Source: an optimization exercise on an open RTL-to-GDS flow (aim: small area, a short achievable clock period and few clock cycles per item). Production flows keep margins and buffers that such runs may drop.
At most, simulation tests tie the RTL to the original design; equivalence was not proved.
Power is estimated from default activity; no workload was simulated.

==> flow/design.v <==
package lsfws_pkg;
    localparam int WINDOW_SIZE = 5;
    localparam int MID_INDEX   = WINDOW_SIZE / 2;
    localparam int FILL_W      = $clog2(WINDOW_SIZE + 1);
    localparam int POS_W       = 32;
    localparam int SCORE_W     = 17;
    localparam int QUEUE_DEPTH = 2;
    localparam int QPTR_W      = (QUEUE_DEPTH > 1) ? $clog2(QUEUE_DEPTH) : 1;
    localparam int QCNT_W      = $clog2(QUEUE_DEPTH + 1);
    localparam int PADDR_W     = 3;
    localparam int PDATA_W     = 32;
    localparam logic [SCORE_W-1:0] THRESHOLD_RESET = 17'd64881;
    localparam logic FUNC_INSERT = 1'b0;
    localparam logic FUNC_FLUSH  = 1'b1;
    localparam logic [PADDR_W-3:0] REG_SCORE_THRESHOLD = '0;
    typedef logic [POS_W-1:0]   pos_t;
    typedef logic [SCORE_W-1:0] score_t;
    typedef struct packed {
        logic   func;
        pos_t   position;
        score_t score;
    } item_t;
    typedef struct packed {
        pos_t kept_position;
        logic last;
    } result_t;
    typedef struct packed {
        pos_t [WINDOW_SIZE-1:0] positions;
        logic [WINDOW_SIZE-1:0] mask;
    } job_t;
endpackage
module low_score_flank_window_selector
(
    input  logic               clk,
    input  logic               rst_n,
    input  logic               psel,
    input  logic               penable,
    input  logic               pwrite,
    input  logic [lsfws_pkg::PADDR_W-1:0] paddr,
    input  logic [lsfws_pkg::PDATA_W-1:0] pwdata,
    output logic [lsfws_pkg::PDATA_W-1:0] prdata,
    output logic               pready,
    input  logic               item_valid,
    output logic               item_stall,
    input  lsfws_pkg::item_t              item,
    output logic               result_valid,
    input  logic               result_stall,
    output lsfws_pkg::result_t            result
);
    localparam int SLOTS   = lsfws_pkg::WINDOW_SIZE;
    localparam int SCORE_W = lsfws_pkg::SCORE_W;
    localparam int POS_W   = lsfws_pkg::POS_W;
    localparam int PDATA_W = lsfws_pkg::PDATA_W;
    lsfws_pkg::score_t           threshold_reg;
    logic [SLOTS-1:0][POS_W-1:0] pos_reg;
    logic [SLOTS-1:0]            pend_reg;
    logic [SLOTS-1:0]            sel_reg;         
    logic [SLOTS-1:0]            last_reg;
    logic [SLOTS-1:0]            kept_reg;
    lsfws_pkg::score_t           s1_reg;          
    lsfws_pkg::score_t           s2_reg;          
    lsfws_pkg::score_t           m_reg;           
    logic [2:0]                  fill_reg;
    function automatic logic lt(input logic [SCORE_W-1:0] a, input logic [SCORE_W-1:0] b);
        logic l;
        logic e;
        l = 1'b0;
        e = 1'b1;
        for (int i = SCORE_W - 1; i >= 0; i--)
        begin
            l = l | (e & ~a[i] & b[i]);
            e = e & ~(a[i] ^ b[i]);
        end
        lt = l;
    endfunction
    assign pready = 1'b1;
    always_ff @(posedge clk or negedge rst_n)
    begin
        if (!rst_n)
            threshold_reg <= lsfws_pkg::THRESHOLD_RESET;
        else if (psel && penable && pwrite && !paddr[2])
            threshold_reg <= pwdata[SCORE_W-1:0];
    end
    assign prdata = paddr[2] ? '0 : PDATA_W'(threshold_reg);
    logic             accept;
    logic             insert;
    logic             flush;
    logic             full;
    logic             b1;
    logic             b2;
    logic             bm;
    logic             low;
    logic [SLOTS-1:0] win;         
    logic [SLOTS-1:0] kept_sh;     
    logic [SLOTS-1:0] newp;        
    assign item_stall = pend_reg[SLOTS-1] && result_stall;
    assign accept     = item_valid && !item_stall;
    assign insert     = accept && !item.func;
    assign flush      = accept && item.func;
    assign full       = (fill_reg == 3'd5);
    assign b1 = lt(s1_reg, threshold_reg);
    assign b2 = lt(s2_reg, threshold_reg);
    assign bm = lt(m_reg, threshold_reg);
    always_comb
    begin
        win = '0;
        if (item.func)
        begin
            kept_sh = kept_reg;
            for (int i = 0; i < SLOTS; i++)
                win[i] = (3'(i) < fill_reg);
            if (full)
                low = b1 | b2;                           
            else
                low = (b1 && fill_reg >= 3'd1)
                    | (b2 && fill_reg >= 3'd2)
                    | (bm && fill_reg >= 3'd3);          
        end
        else
        begin
            kept_sh = {kept_reg[SLOTS-2:0], 1'b0};
            for (int i = 0; i < SLOTS; i++)
                win[i] = (3'(i) <= fill_reg);
            if (full)
                low = b2;                                
            else if (fill_reg == 3'd4)
                low = bm | b2;                           
            else
                low = 1'b0;
        end
        newp = low ? (win & ~kept_sh) : '0;
    end
    logic             deliver;
    logic [SLOTS-1:0] pend_left;
    logic [SLOTS-1:0] pend_next;
    logic [SLOTS-1:0] sel_next;
    assign result_valid = |pend_reg;
    assign deliver      = result_valid && !result_stall;
    assign pend_left    = deliver ? (pend_reg & ~sel_reg) : pend_reg;
    always_comb
    begin
        result = '0;
        for (int i = 0; i < SLOTS; i++)
            result = result | (sel_reg[i] ? {pos_reg[i], last_reg[i]} : '0);
    end
    always_comb
    begin
        if (insert)
            pend_next = {pend_left[SLOTS-2:0], 1'b0} | newp;
        else if (flush)
            pend_next = pend_left | newp;
        else
            pend_next = pend_left;
        sel_next = '0;
        for (int i = 0; i < SLOTS; i++)
            if (pend_next[i])
            begin
                sel_next    = '0;
                sel_next[i] = 1'b1;
            end
    end
    always_ff @(posedge clk or negedge rst_n)
    begin
        if (!rst_n)
        begin
            pend_reg <= '0;
            sel_reg  <= '0;
            fill_reg <= '0;
        end
        else
        begin
            pend_reg <= pend_next;
            sel_reg  <= sel_next;
            if (insert && !full)
                fill_reg <= fill_reg + 3'd1;
            else if (flush)
                fill_reg <= '0;
        end
    end
    always_ff @(posedge clk)
    begin
        if (insert)
        begin
            pos_reg  <= {pos_reg[SLOTS-2:0], item.position};
            last_reg <= {last_reg[SLOTS-2:0], low};
            kept_reg <= kept_sh | newp;
            s1_reg   <= item.score;
            s2_reg   <= s1_reg;
            if (fill_reg == 3'd2 || lt(s2_reg, m_reg))
                m_reg <= s2_reg;
        end
        else if (flush)
        begin
            last_reg[0] <= last_reg[0] | newp[0];
            kept_reg    <= '0;
        end
    end
endmodule
==> flow/config.mk <==
export PLATFORM = sky130hd
export DESIGN_NAME = low_score_flank_window_selector
export DESIGN_NICKNAME = low_score_flank_window_selector
export VERILOG_FILES = /design/flow/design.v
export SDC_FILE = /design/flow/constraint.sdc
export NUM_CORES = 4
export LEC_CHECK = 0
export CAP_MARGIN = 20
export CORE_MARGIN = 2
export CORE_UTILIZATION = 40
export SETUP_SLACK_MARGIN = 3
export SLEW_MARGIN = 20
==> flow/constraint.sdc <==
create_clock -name core_clock -period 5.5 [get_ports {clk}]
set_input_delay 1.1000 -clock core_clock [delete_from_list [all_inputs] [get_ports {clk}]]
set_output_delay 1.1000 -clock core_clock [all_outputs]
set_load 0.01 [all_outputs]
run.sh (not shown) runs the stock make flow with config.mk's settings and CLKGATE_MAP_FILE= SYNTH_SCRIPT=/design/flow/synth_recipe.tcl, a recipe that flattens the netlist after the stock synthesis.
==> next run, changes <==
- ABC_AREA: unset -> 1
Power went up slightly.
Cell count went up by about a fifth.
Clock power is about the same.
Global-route usage went down by 0.28 points.
Routed wire length went up slightly.
Core utilization went up by 0.35 points.
Design area went up by a few percent.
Register-to-register slack gains 0.54 ns.
Worst hold slack is about the same.
Clock skew hardly moves.
Synthesized area went up by a few percent.
No functional check of the RTL was part of any run of this note.

== v21 ==
Another version of the RTL of low_score_flank_window_selector (not shown whole).
Size in the first run: about 800 cells after synthesis, ~160 I/O pins, about 12,000 sq um of cells after synthesis.
==> flow/config.mk <==
export PLATFORM = sky130hd
export DESIGN_NAME = low_score_flank_window_selector
export DESIGN_NICKNAME = low_score_flank_window_selector
export VERILOG_FILES = /design/flow/design.v
export SDC_FILE = /design/flow/constraint.sdc
export NUM_CORES = 4
export LEC_CHECK = 0
export CAP_MARGIN = 20
export CORE_MARGIN = 2
export CORE_UTILIZATION = 40
export CTS_BUF_LIST = sky130_fd_sc_hd__clkbuf_8 sky130_fd_sc_hd__clkbuf_16
export CTS_CLUSTER_DIAMETER = 50
export CTS_CLUSTER_SIZE = 16
export SETUP_SLACK_MARGIN = 2.8
export SLEW_MARGIN = 20
==> flow/constraint.sdc <==
create_clock -name core_clock -period 5.5 [get_ports {clk}]
set_input_delay 1.1000 -clock core_clock [delete_from_list [all_inputs] [get_ports {clk}]]
set_output_delay 1.1000 -clock core_clock [all_outputs]
set_load 0.01 [all_outputs]
standard.sh (not shown) runs the stock make flow with config.mk's settings and CLKGATE_MAP_FILE= SYNTH_SCRIPT=/design/flow/synth_recipe.tcl, a recipe that flattens the netlist after the stock synthesis.
==> flow/flow/run.sh <==
#!/bin/bash
# The standard layout, with plain buf_2 cells as the port buffers (the
# standard flow picks a delay cell for them). Every tool's output goes to
# flow.log here and ORFS's own logs under orfs/logs.
set -euo pipefail
bash standard.sh "BUFFER_PORTS_ARGS=-buffer_cell sky130_fd_sc_hd__buf_2" finish > flow.log 2>&1
Testbench counts of v21, summed over its fixed seeds: cycles 14,112, items 12,000.
The following lists how v53 was set up differently from v21:
Settings: CTS_CLUSTER_DIAMETER removed (was 50); CTS_BUF_LIST changed from sky130_fd_sc_hd__clkbuf_8 sky130_fd_sc_hd__clkbuf_16 to sky130_fd_sc_hd__clkbuf_4; ABC_AREA newly set to 1.
Results
Portion of the clock cycle consumed by the worst path in the final layout was lower in the run labelled v53. Proportion of power drawn by the clock network, v21 and v53: larger value in v21. The post-route standard cell area excluding fillers was comparable across v21 and v53. Against v21, v53 reports a met3 layer wire length in the routed design that is higher. From v21 to v53 the numbers moved as follows: worst IR drop on VDD shrank by 0.000082 V, number of combinational gates with multiple inputs picked up an extra about 17%.
Input-level comparison between v40 and v53:
Settings: CTS_CLUSTER_DIAMETER: unset -> 60; CTS_BUF_LIST: sky130_fd_sc_hd__clkbuf_4 -> sky130_fd_sc_hd__clkbuf_8; ABC_AREA: 1 -> unset; CTS_CLUSTER_SIZE: 16 -> 20.
Findings:
v53 → v40: synthesized cell count decreased 123; clock-buffer cell count decreased 77; routed wire length decreased about 5.3%; die area decreased 100 sq um; maximum frequency decreased 0.55%. | worst path setup slack after routing | v40 vs v53 | 15 ps lower |. Between v53 and v40, the flow reports routed metal-1 wirelength decreasing by a few percent. In v40 the design area turned out 3.5% lower than in v53. Wire length of the first global-routing pass down 4.9% in v40 wrt v53. v40 packs its core more loosely than v53. The final layout from v40, which completed every stage, passed the timing, design-rule and antenna checks at the end of the flow. Min via count across v40 and v53: v40.
The following lists how v2 was set up differently from v40:
Settings: CORE_UTILIZATION: 40 -> 60.
Notes after the runs:
- Compared v2 against v40; count of TritonRoute iterations in the first routing pass within noise.
- Cell area | v2 vs v40 | v2 smaller
- Going from v40 to v2, the utilization was found to have gone up by 21 points.
- Fraction of final layout cells with drive strength greater than 1 (lower): v2
- Between v2 and v40, the difference in number of combinational gates with multiple inputs is negligible.
- Per the comparison of v2 with v40, non-clock buffer count in the final layout down about 2.2%; required time of the critical path up 1570 ps; proportion of power drawn by combinational gates up 0.8 points.
- Compared with v40, v2 is more frugal on power.
- Taking v2 over v40, the detailed-routing wirelength on met1 ratio works out to 0.939.
> inputs changed (v2 -> v54)
Settings: a change of CORE_UTILIZATION from 60 to 40; a change of CTS_CLUSTER_SIZE from 20 to 30.
[summary]
A critical path's slowest cell of sky130_fd_sc_hd__buf_4 is what v54 shows, while sky130_fd_sc_hd__dfstp_2 belongs to v2. Top routing layer in use: met4 -> v54, met5 -> v2. Via count of the first global-routing pass (v54 vs. v2) decreases by a few percent. v54: layout overhead on the synthesized area higher than v2. v54 vs v2, proportion of power drawn by the clock network went up by 3.2 points.

== v6 ==
Another version of the RTL of low_score_flank_window_selector (not shown whole).
For scale: about 740 cells after synthesis, roughly 250 flip-flops, about 11000 µm² of cells after synthesis.
export LEC_CHECK = 0
export CAP_MARGIN = 20
export CORE_MARGIN = 2
export CORE_UTILIZATION = 60
export CTS_BUF_LIST = sky130_fd_sc_hd__clkbuf_8
export CTS_CLUSTER_DIAMETER = 60
export CTS_CLUSTER_SIZE = 16
export PLACE_DENSITY = 0.8
export SETUP_SLACK_MARGIN = 2.8
export SLEW_MARGIN = 20
create_clock -name core_clock -period 5.5 [get_ports {clk}]
Scripts as last shown in full above: flow/flow/run.sh
Testbench counts of v6, summed over its fixed seeds: cycles 14,225, items 12,000.
The inputs of v7 differ from those of v6 as listed below.
- PLACE_DENSITY removed (was 0.8)
==> flow/flow/run.sh <==
#!/bin/bash
# The standard layout, with plain buf_1 cells as the port buffers (the
# standard flow picks a delay cell for them). Every tool's output goes to
# flow.log here and ORFS's own logs under orfs/logs.
set -euo pipefail
bash standard.sh "BUFFER_PORTS_ARGS=-buffer_cell sky130_fd_sc_hd__buf_1" finish > flow.log 2>&1
==> comparison <==
v7 vs v6, endpoint of the worst setup timing path: result[31] vs result[19]
Total met2 wirelength after detailed routing, v6 and v7, higher one = v7.
Summary of v7 over v6: part of the power in combinational logic went up by 2.8 points, total power went up by 0.000020 W.

== v23 ==
low_score_flank_window_selector again, from the RTL that the note above started with.
==> flow/design.v (excerpt) <==
module low_score_flank_window_selector
(
    input  logic               clk,
    input  logic               rst_n,
    input  logic               psel,
    input  logic               penable,
    input  logic               pwrite,
    input  logic [lsfws_pkg::PADDR_W-1:0] paddr,
    input  logic [lsfws_pkg::PDATA_W-1:0] pwdata,
    output logic [lsfws_pkg::PDATA_W-1:0] prdata,
    output logic               pready,
    input  logic               item_valid,
    output logic               item_stall,
    input  lsfws_pkg::item_t              item,
    output logic               result_valid,
    input  logic               result_stall,
    output lsfws_pkg::result_t            result
);
Settings: LEC_CHECK=0, CAP_MARGIN=20, CORE_MARGIN=2, CORE_UTILIZATION=60, CTS_BUF_LIST=sky130_fd_sc_hd__clkbuf_8, CTS_CLUSTER_DIAMETER=60, CTS_CLUSTER_SIZE=16, SETUP_SLACK_MARGIN=3.0, SLEW_MARGIN=20; clock period 5.5 ns.
==> flow/flow/run.sh <==
#!/bin/bash
# The standard layout, with plain buf_2 cells as the port buffers (the
# standard flow picks a delay cell for them). Every tool's output goes to
# flow.log here and ORFS's own logs under orfs/logs.
set -euo pipefail
bash standard.sh "BUFFER_PORTS_ARGS=-buffer_cell sky130_fd_sc_hd__buf_2" finish > flow.log 2>&1
Per the final summary, v23 finished and its layout is clean on timing, DRC and antenna.
Testbench counts of v23, summed over its fixed seeds: cycles 14,225, items 12,000.
Setup changes, v23 to v36
--- a/flow/config.mk
+++ b/flow/config.mk
@@ -12,4 +12,4 @@
 export CTS_CLUSTER_DIAMETER = 60
 export CTS_CLUSTER_SIZE = 16
-export SETUP_SLACK_MARGIN = 3.0
+export SETUP_SLACK_MARGIN = 2.8
 export SLEW_MARGIN = 20
Total power delta for v36 relative to v23: 3.4% lower. v23 -> v36: number of buffers and inverters on the critical path delta 0, exact match. Side by side, layout-stage area growth over the synthesis result turned out lower in v36 than in v23. Compared v36 vs v23, and area of all placed cells without fillers is down in v36. Highest fanout seen on the critical path: v36 lower than v23. Of v23 and v36, v36 shows the lower worst supply voltage drop on vdd, with v23 above it. | global-route met2 utilization | higher: v23 |. Total power divided by cell area in v36 is 3.8 nW/um^2 higher than in v23. Diff v23 -> v36: total internal power decreased by 3.3% relative to the old numbers; adder-cell share of the synthesized area closely matched the old numbers. Compared to v23, v36 reaches a higher achievable clock.
Here is what was changed in the inputs of v39 compared with v36.
--- a/flow/config.mk
+++ b/flow/config.mk
@@ -12,4 +12,4 @@
 export CTS_CLUSTER_DIAMETER = 60
 export CTS_CLUSTER_SIZE = 16
-export SETUP_SLACK_MARGIN = 2.8
+export SETUP_SLACK_MARGIN = 2.9
 export SLEW_MARGIN = 20
--- outcome ---
- v39 went all the way through synthesis, placement and routing and the layout is clean on timing, DRC and antenna.
- v39 against v36: wire length saw an increase; total power saw an increase; area added between synthesis and finish saw an increase; via count saw little to no change.

low_score_flank_window_selector, a different RTL version from the one above (not shown whole).
Size in the first run: roughly 810 cells after synthesis, roughly 280 flip-flops, ~160 I/O pins, about 0.012 sq mm of cells after synthesis.
Settings: LEC_CHECK=0, CAP_MARGIN=20, CORE_MARGIN=2, CORE_UTILIZATION=40, SETUP_SLACK_MARGIN=3, SLEW_MARGIN=20; clock period 5.5 ns.
run.sh (not shown) runs the stock make flow with config.mk's settings and CLKGATE_MAP_FILE= SYNTH_SCRIPT=/design/flow/synth_recipe.tcl, a recipe that flattens the netlist after the stock synthesis.
Stock flow here: none of the scripts above is used.
Testbench counts at the start, summed over its fixed seeds: cycles 14,112, items 12,000.
Edit:
==> flow/flow/run.sh (new file) <==
#!/bin/bash
# The standard layout, with plain buf_1 cells as the port buffers (the
# standard flow picks a delay cell for them). Every tool's output goes to
# flow.log here and ORFS's own logs under orfs/logs.
set -euo pipefail
bash standard.sh "BUFFER_PORTS_ARGS=-buffer_cell sky130_fd_sc_hd__buf_1" finish > flow.log 2>&1
==> flow/standard.sh (new file) <==
#!/bin/bash
# synth_recipe.tcl (not shown) runs the flow's synth.tcl, then flattens the netlist and writes it again
# the make line also repeats each setting of config.mk as NAME=value (left out here)
make -C /OpenROAD-flow-scripts/flow DESIGN_CONFIG=/design/flow/config.mk WORK_HOME=/design/flow/orfs CLKGATE_MAP_FILE= SYNTH_SCRIPT=/design/flow/synth_recipe.tcl "${@:-finish}"
Settings changed: CTS_BUF_LIST set to sky130_fd_sc_hd__clkbuf_4, CTS_CLUSTER_SIZE set to 16, SETUP_SLACK_MARGIN 3 to 2.8.
removed: flow/run.sh
After rerunning: The changed run finished clean; synthesized area is unchanged; via count went up by 2.3%; worst setup slack gets better by 0.032 ns; cell area went down by 6.2%; power falls by 3.8%; maximum frequency is higher by 1.2%; die area stays the same; sequential power barely changes.
Edit:
==> flow/flow/run.sh (replaced) <==
#!/bin/bash
# The standard layout, with plain buf_2 cells as the port buffers (the
# standard flow picks a delay cell for them). Every tool's output goes to
# flow.log here and ORFS's own logs under orfs/logs.
set -euo pipefail
bash standard.sh "BUFFER_PORTS_ARGS=-buffer_cell sky130_fd_sc_hd__buf_2" finish > flow.log 2>&1
After rerunning: Power rises by about 0.45%; via count stays flat; hold slack degrades by 0.012 ns.

## afterwards: timing with drivers on the ports
No port has a modelled driver above. Below, the same layouts with a new extraction and two added sets of constraints. Step 1 (the two cells are an assumption about what drives the block):
set clk [get_ports {clk}]
set_driving_cell -lib_cell sky130_fd_sc_hd__clkbuf_16 $clk
set_driving_cell -lib_cell sky130_fd_sc_hd__buf_2 [delete_from_list [all_inputs] $clk]
Step 2 also shifts input and output timing later by t, the mid clock arrival at the registers, as if the neighbouring blocks saw the same clock. Three values: ideal ports, drivers, drivers and shift; two values: the first two.
run | t (ns) | setup WS [ns] | worst data-port slew with drivers (ns) | pins driven straight from the clock port
the first run of note 1 | 0.585 | 2.328 / 2.328 / 1.894 | 0.08 | 1
the second run of note 1 | 0.577 | 2.508 / 2.458 / 2.378 | 0.08 | 1
v21 | 0.599 | 2.821 / 2.800 / 2.336 | 0.08 | 1
v53 | 0.701 | 2.850 / 2.822 / 2.521 | 0.06 | 1
v40 | 0.592 | 2.835 / 2.814 / 2.345 | 0.08 | 1
v2 | 0.593 | 2.850 / 2.824 / 2.364 | 0.06 | 1
v54 | 0.597 | 2.832 / 2.807 / 2.348 | 0.06 | 1
v6 | 0.566 | 2.606 / 2.564 / 2.308 | 0.05 | 1
v7 | 0.576 | 2.713 / 2.674 / 2.392 | 0.06 | 1
v23 | 0.586 | 2.678 / 2.636 / 2.348 | 0.33 | 1
v36 | 0.565 | 2.751 / 2.712 / 2.340 | 0.06 | 1
v39 | 0.566 | 2.732 / 2.693 / 2.450 | 0.16 | 1
the first run of note 5 | 0.605 | 2.799 / 2.751 / 2.507 | 0.07 | 1
the second run of note 5 | 0.730 | 2.831 / 2.770 / 2.276 | 0.07 | 1
the third run of note 5 | 0.707 | 2.881 / 2.817 / 2.298 | 0.06 | 1
After both steps every run listed still meets setup and hold. The setup slack of the third run of note 5, which loses most, moves by -0.064 ns with the drivers and by -0.583 ns with both steps.
